This design comes from an exercise in tuning for small area and a short achievable clock period on the open sky130 flow, not from production work.
Function was not checked in any run shown here: the RTL went through the layout flow alone.

==> flow/design.v, too long to show whole: its modules and the start of the top module <==
// module ycc_sat: 6 lines
// module ycc_mac: 2055 lines
// module ycc_fa: 4 lines
// module ycc_ha: 4 lines
// module ycbcr_rgb_color_convert: 75 lines
module ycbcr_rgb_color_convert
(
	input  logic                  clk,
	input  logic                  arst_n,
	input  logic                  start,
	output logic                  busy,
	input  logic [COMP_W-1:0]     comp0,
	input  logic [COMP_W-1:0]     comp1,
	input  logic [COMP_W-1:0]     comp2,
	input  logic                  frame_end,
	output logic                  done,
	output logic [COMP_W-1:0]     out0,
	output logic [COMP_W-1:0]     out1,
	output logic [COMP_W-1:0]     out2,
	output logic                  last_pixel,
	input  logic                  cfg_wr_en,
	input  logic [CFG_IDX_W-1:0]  cfg_index,
	input  logic [CFG_DATA_W-1:0] cfg_data
);
  // ...
==> flow/run.sh <==
#!/bin/bash
# synth_recipe.tcl (not shown) runs the flow's synth.tcl, then flattens the netlist and writes it again
# the make line also repeats each setting of config.mk as NAME=value (left out here)
make -C /OpenROAD-flow-scripts/flow DESIGN_CONFIG=/design/flow/config.mk WORK_HOME=/design/flow/orfs CLKGATE_MAP_FILE= SYNTH_SCRIPT=/design/flow/synth_recipe.tcl finish
==> flow/config.mk <==
export PLATFORM = sky130hd
export DESIGN_NAME = ycbcr_rgb_color_convert
export DESIGN_NICKNAME = ycbcr_rgb_color_convert
export VERILOG_FILES = /design/flow/design.v
export SDC_FILE = /design/flow/constraint.sdc
export NUM_CORES = 4
export LEC_CHECK = 0
export CAP_MARGIN = 20
export CORE_MARGIN = 2
export CORE_UTILIZATION = 40
export SLEW_MARGIN = 20
export SYNTH_HIERARCHICAL = 1
==> flow/constraint.sdc <==
create_clock -name core_clock -period 6.5 [get_ports {clk}]
set_input_delay 1.3000 -clock core_clock [delete_from_list [all_inputs] [get_ports {clk}]]
set_output_delay 1.3000 -clock core_clock [all_outputs]
set_load 0.01 [all_outputs]
==> metrics.md, run 1 <==
| Metric | Value |
|---|---|
| Top flop regs | u_mac.b0_q x26, u_mac.a0_q x25, u_mac.b1_q x24 |
| Reg with most FFs | u_mac.b0_q |
| Hpwl dp | 33.91 mm |
| Hold path depth | 0 |
| Status | complete, no violations |
| Dpl ws | 1.624 ns |
| Setup TNS | 0 ns |
| Synth Register Bits | around 210 |
| Die H | between 200 and 250 um |
| Die area | 0.04077 mm2 |
| DIE WIDTH | roughly 200 um |
| Initial antenna violation count | 0 |
| Signal buffers share of area | ~4% |
| Worst hold start | l2 |
| Worst Setup SP | d1 |
| Fillers | ~3500 |
| Clock-pin slew on the worst setup and hold paths | around 0.06 ns |
| Register area | 0.004258 mm2 |
| Clk Tree Root Cell | clkbuf_16 |
| Final core occ | 45.97% |
| Xor/xnor cell area share of the yosys netlist | 1.948% |
| Setup Buffers After CTS | 0 |
| Crit end category | register |
==> module ycbcr_rgb_color_convert, before the edit <==
module ycbcr_rgb_color_convert
(
	input  logic                  clk,
	input  logic                  arst_n,
	input  logic                  start,
	output logic                  busy,
	input  logic [COMP_W-1:0]     comp0,
	input  logic [COMP_W-1:0]     comp1,
	input  logic [COMP_W-1:0]     comp2,
	input  logic                  frame_end,
	output logic                  done,
	output logic [COMP_W-1:0]     out0,
	output logic [COMP_W-1:0]     out1,
	output logic [COMP_W-1:0]     out2,
	output logic                  last_pixel,
	input  logic                  cfg_wr_en,
	input  logic [CFG_IDX_W-1:0]  cfg_index,
	input  logic [CFG_DATA_W-1:0] cfg_data
);
	logic       dir_q, swap_q;
	logic [8:0] ofs_q;
	logic [9:0] ysum;
	logic [7:0] y;
	logic       v1, l1, s1, d1;
	logic [7:0] x0_1, x1_1, x2_1;
	logic [7:0] o0, o1, o2;
	logic       v2, l2, s2;
	assign busy = 1'b0;
	always_ff @(posedge clk or negedge arst_n) begin
		if (!arst_n) begin
			dir_q  <= 1'b0;
			ofs_q  <= '0;
			swap_q <= 1'b0;
		end else if (cfg_wr_en) begin
			case (cfg_index)
				2'd0: dir_q  <= cfg_data[0];
				2'd1: ofs_q  <= cfg_data;
				2'd2: swap_q <= cfg_data[0];
				default: ;
			endcase
		end
	end
	assign ysum = {2'b00, comp0} + {ofs_q[8], ofs_q};
	assign y = ysum[9] ? 8'h00 : (ysum[8] ? 8'hff : ysum[7:0]);
	always_ff @(posedge clk or negedge arst_n) begin
		if (!arst_n) begin
			v1 <= 1'b0;
			v2 <= 1'b0;
			done <= 1'b0;
		end else begin
			v1 <= start;
			v2 <= v1;
			done <= v2;
		end
	end
	always_ff @(posedge clk) begin
		l1   <= frame_end;
		s1   <= swap_q & ~dir_q;
		d1   <= dir_q;
		x0_1 <= dir_q ? comp0 : y;
		x1_1 <= comp1;
		x2_1 <= comp2;
	end
	ycc_mac u_mac (.clk(clk), .dir(d1), .x0(x0_1), .x1(x1_1), .x2(x2_1), .o0(o0), .o1(o1), .o2(o2));
	always_ff @(posedge clk) begin
		l2 <= l1;
		s2 <= s1;
	end
	always_ff @(posedge clk) begin
		last_pixel <= l2;
		out0 <= o0;
		out1 <= s2 ? o2 : o1;
		out2 <= s2 ? o1 : o2;
	end
endmodule
==> inputs of run 2 (changes only) <==
--- a/flow/design.v
+++ b/flow/design.v
@@ -5,34 +5,30 @@
 endpackage
 module ycc_sat (
 	input  logic [9:0] t,
 	output logic [7:0] y
 );
 	assign y = t[9] ? 8'hff : (t[8] ? t[7:0] : 8'h00);
 endmodule
 module ycc_mac (
-	input  logic       clk,
 	input  logic       dir,
 	input  logic [7:0] x0,
 	input  logic [7:0] x1,
 	input  logic [7:0] x2,
 	output logic [7:0] o0,
 	output logic [7:0] o1,
 	output logic [7:0] o2
 );
 	logic [7:0] nx0, nx1, nx2;
 	logic [25:0] a0, b0;
-	logic [25:0] a0_q, b0_q;
 	logic [25:0] t0;
 	logic [24:0] a1, b1;
-	logic [24:0] a1_q, b1_q;
 	logic [24:0] t1;
 	logic [21:0] a2, b2;
-	logic [21:0] a2_q, b2_q;
 	logic [21:0] t2;
 	assign nx0 = ~x0;
 	assign nx1 = ~x1;
 	assign nx2 = ~x2;
 	logic p0_1;
 	logic p0_2;
 	logic p0_3;
 	logic p0_4;
@@ -1904,169 +1900,21 @@
 	ycc_fa u_s2_1094 (.a(c2_1017), .b(s2_1054), .c(c2_1053), .s(s2_1094), .co(c2_1095));
 	ycc_fa u_s2_1096 (.a(s2_1056), .b(c2_1055), .c(~dir), .s(s2_1096), .co(c2_1097));
 	ycc_fa u_s2_1098 (.a(c2_1023), .b(s2_1058), .c(c2_1057), .s(s2_1098), .co(c2_1099));
 	ycc_fa u_s2_1100 (.a(c2_1025), .b(s2_1060), .c(c2_1059), .s(s2_1100), .co(c2_1101));
 	ycc_fa u_s2_1102 (.a(c2_1027), .b(s2_1062), .c(c2_1061), .s(s2_1102), .co(c2_1103));
 	ycc_fa u_s2_1104 (.a(p2_873), .b(c2_1063), .c(~dir), .s(s2_1104), .co(c2_1105));
 	assign a2 = {~dir, s2_1104, s2_1102, s2_1100, s2_1098, s2_1096, s2_1094, s2_1092, s2_1090, s2_1088, s2_1086, s2_1084, s2_1082, s2_1080, s2_1078, s2_1076, s2_1074, s2_1072, s2_1070, s2_1068, s2_1066, dir};
 	assign b2 = {c2_1105, c2_1103, c2_1101, c2_1099, c2_1097, c2_1095, c2_1093, c2_1091, c2_1089, c2_1087, c2_1085, c2_1083, c2_1081, c2_1079, c2_1077, c2_1075, c2_1073, c2_1071, c2_1069, c2_1067, c2_1065, s2_1064};
-	always_ff @(posedge clk) begin
-		a0_q[0] <= a0[0];
-		a0_q[1] <= a0[1];
-		a0_q[2] <= a0[2];
-		a0_q[3] <= a0[3];
-		a0_q[4] <= a0[4];
-		a0_q[5] <= a0[5];
-		a0_q[6] <= a0[6];
-		a0_q[7] <= a0[7];
-		a0_q[8] <= a0[8];
-		a0_q[9] <= a0[9];
-		a0_q[10] <= a0[10];
-		a0_q[11] <= a0[11];
-		a0_q[12] <= a0[12];
-		a0_q[13] <= a0[13];
-		a0_q[14] <= a0[14];
-		a0_q[15] <= a0[15];
-		a0_q[16] <= a0[16];
-		a0_q[17] <= a0[17];
-		a0_q[18] <= a0[18];
-		a0_q[19] <= a0[19];
-		a0_q[20] <= a0[20];
-		a0_q[21] <= a0[21];
-		a0_q[22] <= a0[22];
-		a0_q[23] <= a0[23];
-		a0_q[24] <= a0[24];
-		a0_q[25] <= a0[25];
-		b0_q[0] <= b0[0];
-		b0_q[1] <= b0[1];
-		b0_q[2] <= b0[2];
-		b0_q[3] <= b0[3];
-		b0_q[4] <= b0[4];
-		b0_q[5] <= b0[5];
-		b0_q[6] <= b0[6];
-		b0_q[7] <= b0[7];
-		b0_q[8] <= b0[8];
-		b0_q[9] <= b0[9];
-		b0_q[10] <= b0[10];
-		b0_q[11] <= b0[11];
-		b0_q[12] <= b0[12];
-		b0_q[13] <= b0[13];
-		b0_q[14] <= b0[14];
-		b0_q[15] <= b0[15];
-		b0_q[16] <= b0[16];
-		b0_q[17] <= b0[17];
-		b0_q[18] <= b0[18];
-		b0_q[19] <= b0[19];
-		b0_q[20] <= b0[20];
-		b0_q[21] <= b0[21];
-		b0_q[22] <= b0[22];
-		b0_q[23] <= b0[23];
-		b0_q[24] <= b0[24];
-		b0_q[25] <= b0[25];
-		a1_q[0] <= a1[0];
-		a1_q[1] <= a1[1];
-		a1_q[2] <= a1[2];
-		a1_q[3] <= a1[3];
-		a1_q[4] <= a1[4];
-		a1_q[5] <= a1[5];
-		a1_q[6] <= a1[6];
-		a1_q[7] <= a1[7];
-		a1_q[8] <= a1[8];
-		a1_q[9] <= a1[9];
-		a1_q[10] <= a1[10];
-		a1_q[11] <= a1[11];
-		a1_q[12] <= a1[12];
-		a1_q[13] <= a1[13];
-		a1_q[14] <= a1[14];
-		a1_q[15] <= a1[15];
-		a1_q[16] <= a1[16];
-		a1_q[17] <= a1[17];
-		a1_q[18] <= a1[18];
-		a1_q[19] <= a1[19];
-		a1_q[20] <= a1[20];
-		a1_q[21] <= a1[21];
-		a1_q[22] <= a1[22];
-		a1_q[23] <= a1[23];
-		b1_q[0] <= b1[0];
-		b1_q[1] <= b1[1];
-		b1_q[2] <= b1[2];
-		b1_q[3] <= b1[3];
-		b1_q[4] <= b1[4];
-		b1_q[5] <= b1[5];
-		b1_q[6] <= b1[6];
-		b1_q[7] <= b1[7];
-		b1_q[8] <= b1[8];
-		b1_q[9] <= b1[9];
-		b1_q[10] <= b1[10];
-		b1_q[11] <= b1[11];
-		b1_q[12] <= b1[12];
-		b1_q[13] <= b1[13];
-		b1_q[14] <= b1[14];
-		b1_q[15] <= b1[15];
-		b1_q[16] <= b1[16];
-		b1_q[17] <= b1[17];
-		b1_q[18] <= b1[18];
-		b1_q[19] <= b1[19];
-		b1_q[20] <= b1[20];
-		b1_q[21] <= b1[21];
-		b1_q[22] <= b1[22];
-		b1_q[23] <= b1[23];
-		a2_q[0] <= a2[0];
-		a2_q[1] <= a2[1];
-		a2_q[2] <= a2[2];
-		a2_q[3] <= a2[3];
-		a2_q[4] <= a2[4];
-		a2_q[5] <= a2[5];
-		a2_q[6] <= a2[6];
-		a2_q[7] <= a2[7];
-		a2_q[8] <= a2[8];
-		a2_q[9] <= a2[9];
-		a2_q[10] <= a2[10];
-		a2_q[11] <= a2[11];
-		a2_q[12] <= a2[12];
-		a2_q[13] <= a2[13];
-		a2_q[14] <= a2[14];
-		a2_q[15] <= a2[15];
-		a2_q[16] <= a2[16];
-		a2_q[17] <= a2[17];
-		a2_q[18] <= a2[18];
-		a2_q[19] <= a2[19];
-		a2_q[20] <= a2[20];
-		a2_q[21] <= a2[21];
-		b2_q[0] <= b2[0];
-		b2_q[1] <= b2[1];
-		b2_q[2] <= b2[2];
-		b2_q[3] <= b2[3];
-		b2_q[4] <= b2[4];
-		b2_q[5] <= b2[5];
-		b2_q[6] <= b2[6];
-		b2_q[7] <= b2[7];
-		b2_q[8] <= b2[8];
-		b2_q[9] <= b2[9];
-		b2_q[10] <= b2[10];
-		b2_q[11] <= b2[11];
-		b2_q[12] <= b2[12];
-		b2_q[13] <= b2[13];
-		b2_q[14] <= b2[14];
-		b2_q[15] <= b2[15];
-		b2_q[16] <= b2[16];
-		b2_q[17] <= b2[17];
-		b2_q[18] <= b2[18];
-		b2_q[19] <= b2[19];
-		b2_q[20] <= b2[20];
-		b2_q[21] <= b2[21];
-	end
-	assign a1_q[24] = 1'b0;
-	assign b1_q[24] = 1'b0;
-	assign t0 = a0_q + b0_q;
+	assign t0 = a0 + b0;
 	ycc_sat u_sat0 (.t(t0[25:16]), .y(o0));
-	assign t1 = a1_q + b1_q;
+	assign t1 = a1 + b1;
 	ycc_sat u_sat1 (.t(t1[24:15]), .y(o1));
-	assign t2 = a2_q + b2_q;
+	assign t2 = a2 + b2;
 	ycc_sat u_sat2 (.t(t2[21:12]), .y(o2));
 endmodule
 module ycc_fa (input logic a, b, c, output logic s, co);
 	assign s  = a ^ b ^ c;
 	assign co = (a & b) | (a & c) | (b & c);
 endmodule
 module ycc_ha (input logic a, b, output logic s, co);
 	assign s  = a ^ b;
@@ -2094,17 +1942,16 @@
 );
 	logic       dir_q, swap_q;
 	logic [8:0] ofs_q;
 	logic [9:0] ysum;
 	logic [7:0] y;
 	logic       v1, l1, s1, d1;
 	logic [7:0] x0_1, x1_1, x2_1;
 	logic [7:0] o0, o1, o2;
-	logic       v2, l2, s2;
 	assign busy = 1'b0;
 	always_ff @(posedge clk or negedge arst_n) begin
 		if (!arst_n) begin
 			dir_q  <= 1'b0;
 			ofs_q  <= '0;
 			swap_q <= 1'b0;
 		end else if (cfg_wr_en) begin
 			case (cfg_index)
@@ -2115,36 +1962,30 @@
 			endcase
 		end
 	end
 	assign ysum = {2'b00, comp0} + {ofs_q[8], ofs_q};
 	assign y = ysum[9] ? 8'h00 : (ysum[8] ? 8'hff : ysum[7:0]);
 	always_ff @(posedge clk or negedge arst_n) begin
 		if (!arst_n) begin
 			v1 <= 1'b0;
-			v2 <= 1'b0;
 			done <= 1'b0;
 		end else begin
 			v1 <= start;
-			v2 <= v1;
-			done <= v2;
+			done <= v1;
 		end
 	end
 	always_ff @(posedge clk) begin
 		l1   <= frame_end;
 		s1   <= swap_q & ~dir_q;
 		d1   <= dir_q;
 		x0_1 <= dir_q ? comp0 : y;
 		x1_1 <= comp1;
 		x2_1 <= comp2;
 	end
-	ycc_mac u_mac (.clk(clk), .dir(d1), .x0(x0_1), .x1(x1_1), .x2(x2_1), .o0(o0), .o1(o1), .o2(o2));
-	always_ff @(posedge clk) begin
-		l2 <= l1;
-		s2 <= s1;
-	end
+	ycc_mac u_mac (.dir(d1), .x0(x0_1), .x1(x1_1), .x2(x2_1), .o0(o0), .o1(o1), .o2(o2));
 	always_ff @(posedge clk) begin
-		last_pixel <= l2;
+		last_pixel <= l1;
 		out0 <= o0;
-		out1 <= s2 ? o2 : o1;
-		out2 <= s2 ? o1 : o2;
+		out1 <= s1 ? o2 : o1;
+		out2 <= s1 ? o1 : o2;
 	end
 endmodule
==> run 2 against run 1 <==
  * Cell count fell by 8.2%
  * Count of clock-buffer cells in the layout fell by 24
  * Critical path depth rose by 8
  * Non-clock buffer count rose by 36
  * Cell area fell by 16%
  * Synthesized area fell by 16%
  * Global-route usage rose by 2.8 points
  * Largest cell class unchanged
  * Still clean on timing, DRC and antenna
==> metrics.md, run 2 <==
| Metric | Value |
|---|---|
| Most common cell after layout, fill and taps aside | fa_1 (unchanged) |
| Startpoint types | register (unchanged) |
| Setup Skew | 0.02149 ns (was 0.02822 ns) |
| Final setup vio count | 0 (unchanged) |
| Synth Register Bits | 65 (was 209) |
| Register area share after synthesis | 10.41% (was 27.15%) |
| Crit path top cell by count | fa_1 (unchanged) |
| Ys flop type | dfxtp_1 (unchanged) |
| Initial core utilization | 40.45% (was 40.55%) |
| Vias in the first global route | 10546 (was 11213) |
| Hpwl dp | 33.34 mm (was 33.91 mm) |
| Port Buffers | 65 (unchanged) |
| Status | complete, no violations (unchanged) |
| Max stage delay on crit path | 0.58 ns (was 0.69 ns) |
| Initial antenna violation count | 0 (unchanged) |
| Mapped Cells | 1191 (was 1277) |
| Std-Cell Core Area | 0.03245 mm2 (was 0.03865 mm2) |
| Top post-synthesis cells by area | fa_1 46%, ha_1 15%, dfxtp_1 7.9% (was fa_1 38%, dfxtp_1 25%, ha_1 12%) |
| Distinct cell type count of the synthesized netlist | 63 (was 56) |
| Die area | 0.03428 mm2 (was 0.04077 mm2) |
| Final Hold Viols | 0 (unchanged) |
| Synth Net Count | 1685 (was 1771) |
| Worst min-delay path category | register to register (unchanged) |
| DIE WIDTH | 185.2 um (was 201.9 um) |
| Avg Synthesized Cell Area | 11.02 um2 (was 12.27 um2) |
| Post-layout min period | 6.138 ns (was 4.933 ns) |
| Rows | 66 (was 72) |
| Die H | 185.2 um (was 201.9 um) |
| Grt ovf | 0 (unchanged) |
| Clock-pin slew on the worst setup and hold paths | 0.08 ns (was 0.06 ns) |
| CTS tree | built (unchanged) |
| Final Cycle Share | 94.43% (was 75.90%) |
| Synth top area share | 45.91% (was 38.45%) |
| Dpl ws | 0.1998 ns (was 1.624 ns) |
| Post-layout nets | 1784 (was 1851) |
| RSZ-0062 raised after global routing | no (unchanged) |
| CTS H-tree lvls | 3 (was 1) |
| Final WS setup | 0.3620 ns (was 1.567 ns) |
| Slew headroom | 37.87% (was 27.47%) |
| Area Growth Syn to Fin | 13.53% (was 13.37%) |
| Crit end category | register (unchanged) |
| Setup TNS | 0 ns (unchanged) |
| Synth top cells by count | 301 x fa_1, 153 x ha_1, 103 x nor2_1, 97 x inv_1, 94 x nand2_1 (was 301 x fa_1, 195 x dfxtp_1, 153 x ha_1, 94 x nor2_1, 93 x nand2_1) |
| Total Routing Usage GR | 24.41% (was 21.60%) |
| Asr flop ratio synth | 20.00% (was 6.699%) |
| Cell Area, Synth | 0.01313 mm2 (was 0.01567 mm2) |
| Most frequent cells in the layout | 301 x fa_1, 153 x ha_1, 102 x nor2_1, 96 x inv_1, 94 x nand2_1 (was 301 x fa_1, 194 x dfxtp_1, 153 x ha_1, 94 x nor2_1, 93 x nand2_1) |
| Largest net degree at the start of global routing | 78 (was 59) |
| # IOs | 67 (unchanged) |
| CP Max Fanout | 77 (was 58) |
| Vias | 9419 (was 9824) |
| Crit-path cells | buf_12 -> nand2_1 -> inv_1 -> nor2_1 -> fa_1 -> fa_1 -> fa_1 -> fa_1 -> ha_1 -> and3_1 -> nand4_1 -> o31ai_1 -> o21ai_1 -> a21oi_1 -> xor2_2 -> a21o_1 -> mux2_1 (was buf_4 -> nand2_1 -> inv_1 -> nor2_1 -> fa_1 -> fa_1 -> fa_1 -> fa_1 -> fa_1) |
| Inserted Clock Buffers | 9 (was 25) |
| CP max stage cell | fa_1 (was buf_4) |
| Max FFs per register | 9 (was 26) |
| Yosys warning total | 7 (was 10) |
| Critical path type | register to register (unchanged) |
| Most frequent cell after synthesis | fa_1 (unchanged) |
| Share of cells above drive strength 1 | 10.58% (was 8.800%) |
| Clk Tree Root Cell | clkbuf_16 (unchanged) |
| Highest Clock Rate | 162.9 MHz (was 202.7 MHz) |
| Initial DRC count | 682 (was 677) |
| Count of final max-slew check failures | 0 (unchanged) |
| Transition time at the pin with the least slew margin | 0.9285 ns (was 1.084 ns) |
| Leading area contributor after synthesis | fa_1 (unchanged) |
| EDFF count, synth | 0 (unchanged) |
| Worst skew pair latency | 0.36 ns (was 0.55 ns) |
| Placer Congestion | 0.9739 (was 0.9917) |
| Total clock sinks | 65 (was 209) |
| Detail Route Antenna Nets | 0 (unchanged) |
| WP data required | 6.73 ns (was 6.91 ns) |
| Max Root-Sink Buffers | 2 (was 3) |
| Total wire length | 38.85 mm (was 41.92 mm) |
| Reg with most FFs | ofs_q (was u_mac.b0_q) |
| WL/cell | 22.35 um (was 22.15 um) |
| Maxcap violations | 0 (unchanged) |
| WP data arrival | 6.37 ns (was 5.34 ns) |
| Residual DRC | 0 (unchanged) |
| First-pass GRT wire length | 60.56 mm (was 65.36 mm) |
| Drt pass-1 iters | 6 (was 5) |
| Drt via density | 5.419 (was 5.190) |
run 2: changes by cell type in the layout (fill, tap and decap cells not counted), sizes merged, moves of 5 or more:
cell / change
inv: +10
a21o: +11
nor2: +9
buf: +36
clkbuf: -24
dfxtp: -143
a21oi: +8
xor2: -5
run 2: worst max-delay path: cells and delay by family, from the launching register on:
kind | cells | cell delay, ns
muxes | 1 | 0.30
AOI/OAI and AO/OA | 4 | 1.21
buffers and inverters | 2 | 0.78
DFF | 1 | 0.37
adders and majority gates | 5 | 2.34
and+or+nand+nor | 4 | 0.74
xor gates and xnor gates | 1 | 0.21
run 2: final cells by class:
cell class / count / area (um2)
fill: 3032 / 17550
multi-input combinational: 1008 / 11330
sequential: 65 / 1370
timing repair buffer: 109 / 1006
tap: 442 / 553.0
inverter: 97 / 364.1
clock buffer: 10 / 239.0
clock inverter: 6 / 40.04
antenna: 1 / 2.502
run 2: stage by stage:
stage / hold slack (ns) / util [%] / std cells / area, um2
6_report: 0.3276 / 45.92 / 1738 / 14900
5_1_grt: 0.3344 / 45.91 / 1737 / 14900
4_1_cts: 0.3333 / 45.72 / 1737 / 14840
3_5_place_dp: 0.3215 / 44.86 / 1721 / 14560
3_3_place_gp: 0.3127 / 44.86 / 1721 / 14560
2_1_floorplan: 0.3096 / - / 1191 / 13140
run 2: path summary, 6_finish.rpt:
kind	from	endpoint	cells past startpoint	slack, ns
worst min register to register	l1	last_pixel	0	0.33
max in group asynchronous	arst_n	swap_q	1	4.81
worst min-delay path	l1	last_pixel	0	0.33
worst max-delay path	d1	out2[7]	17	0.36
min in group asynchronous	arst_n	dir_q	1	1.30
worst max register to register	d1	out2[7]	17	0.36
run 2: routing by layer:
layer / GRT usage, % / vias to the layer above / part of all wire [%]
met3: 6.764 / 83 / 9.4
li1: - / 4149 / -
met2: 38.89 / 412 / 46
met4: 9.429 / 0 / 4.1
met5: 0 / - / 0
met1: 31.69 / 4775 / 41
run 2: cells by family after synthesis:
| family | after synthesis | share of synthesized area (%) |
|---|---|---|
| and+or+nand+nor | 316 | 11.27 |
| AOI/OAI and AO/OA | 181 | 9.723 |
| DFF | 65 | 10.41 |
| adders and majority gates | 454 | 60.49 |
| muxes | 29 | 2.469 |
| other | 1 | 0.02857 |
| xor gates and xnor gates | 27 | 1.859 |
| buffers and inverters | 118 | 3.756 |
run 2: timing repair:
| action | CTS | global route |
|---|---|---|
| gates resized for setup | 0 | 9 |
| endpoints found under the setup margin | 0 | 24 |
| buffers inserted | 0 | 0 |
| hold buffers | 0 | 0 |
run 2: per-module statistics from Yosys (local to each module, per instance):
| module | cells inside | flops+latches |
|---|---|---|
| ycc_ha | 1 | 0 |
| ycc_mac | 663 | 0 |
| ycbcr_rgb_color_convert | 159 | 65 |
| ycc_fa | 1 | 0 |
| ycc_sat | 10 | 0 |

==> separate check: timing with driven ports <==
No port has a modelled driver above. Below, the same layouts with a new extraction and two added sets of constraints. Step 1 assumes that a clkbuf_16 drives the clock port and a buf_2 every other input. Step 2 times the ports against the registers' clock, not the clock port: input delays grow and output delays shrink by t, the midpoint of the rising clock arrivals with the driver on. Three values: ideal ports, drivers, drivers and shift; two values: the first two.
run	t (ns)	slack for setup (ns)	hold WS [ns]	slew at the worst register clock pin (ns)	worst slew at a driven data input, ns
run 1	0.594	1.567 / 1.567 / 1.567	0.328 / 0.328 / 0.328	0.07 / 0.07	0.04
run 2	0.404	0.362 / 0.362 / 0.362	0.328 / 0.328 / 0.328	0.08 / 0.08	0.04
After both steps setup and hold are still met in every run listed.
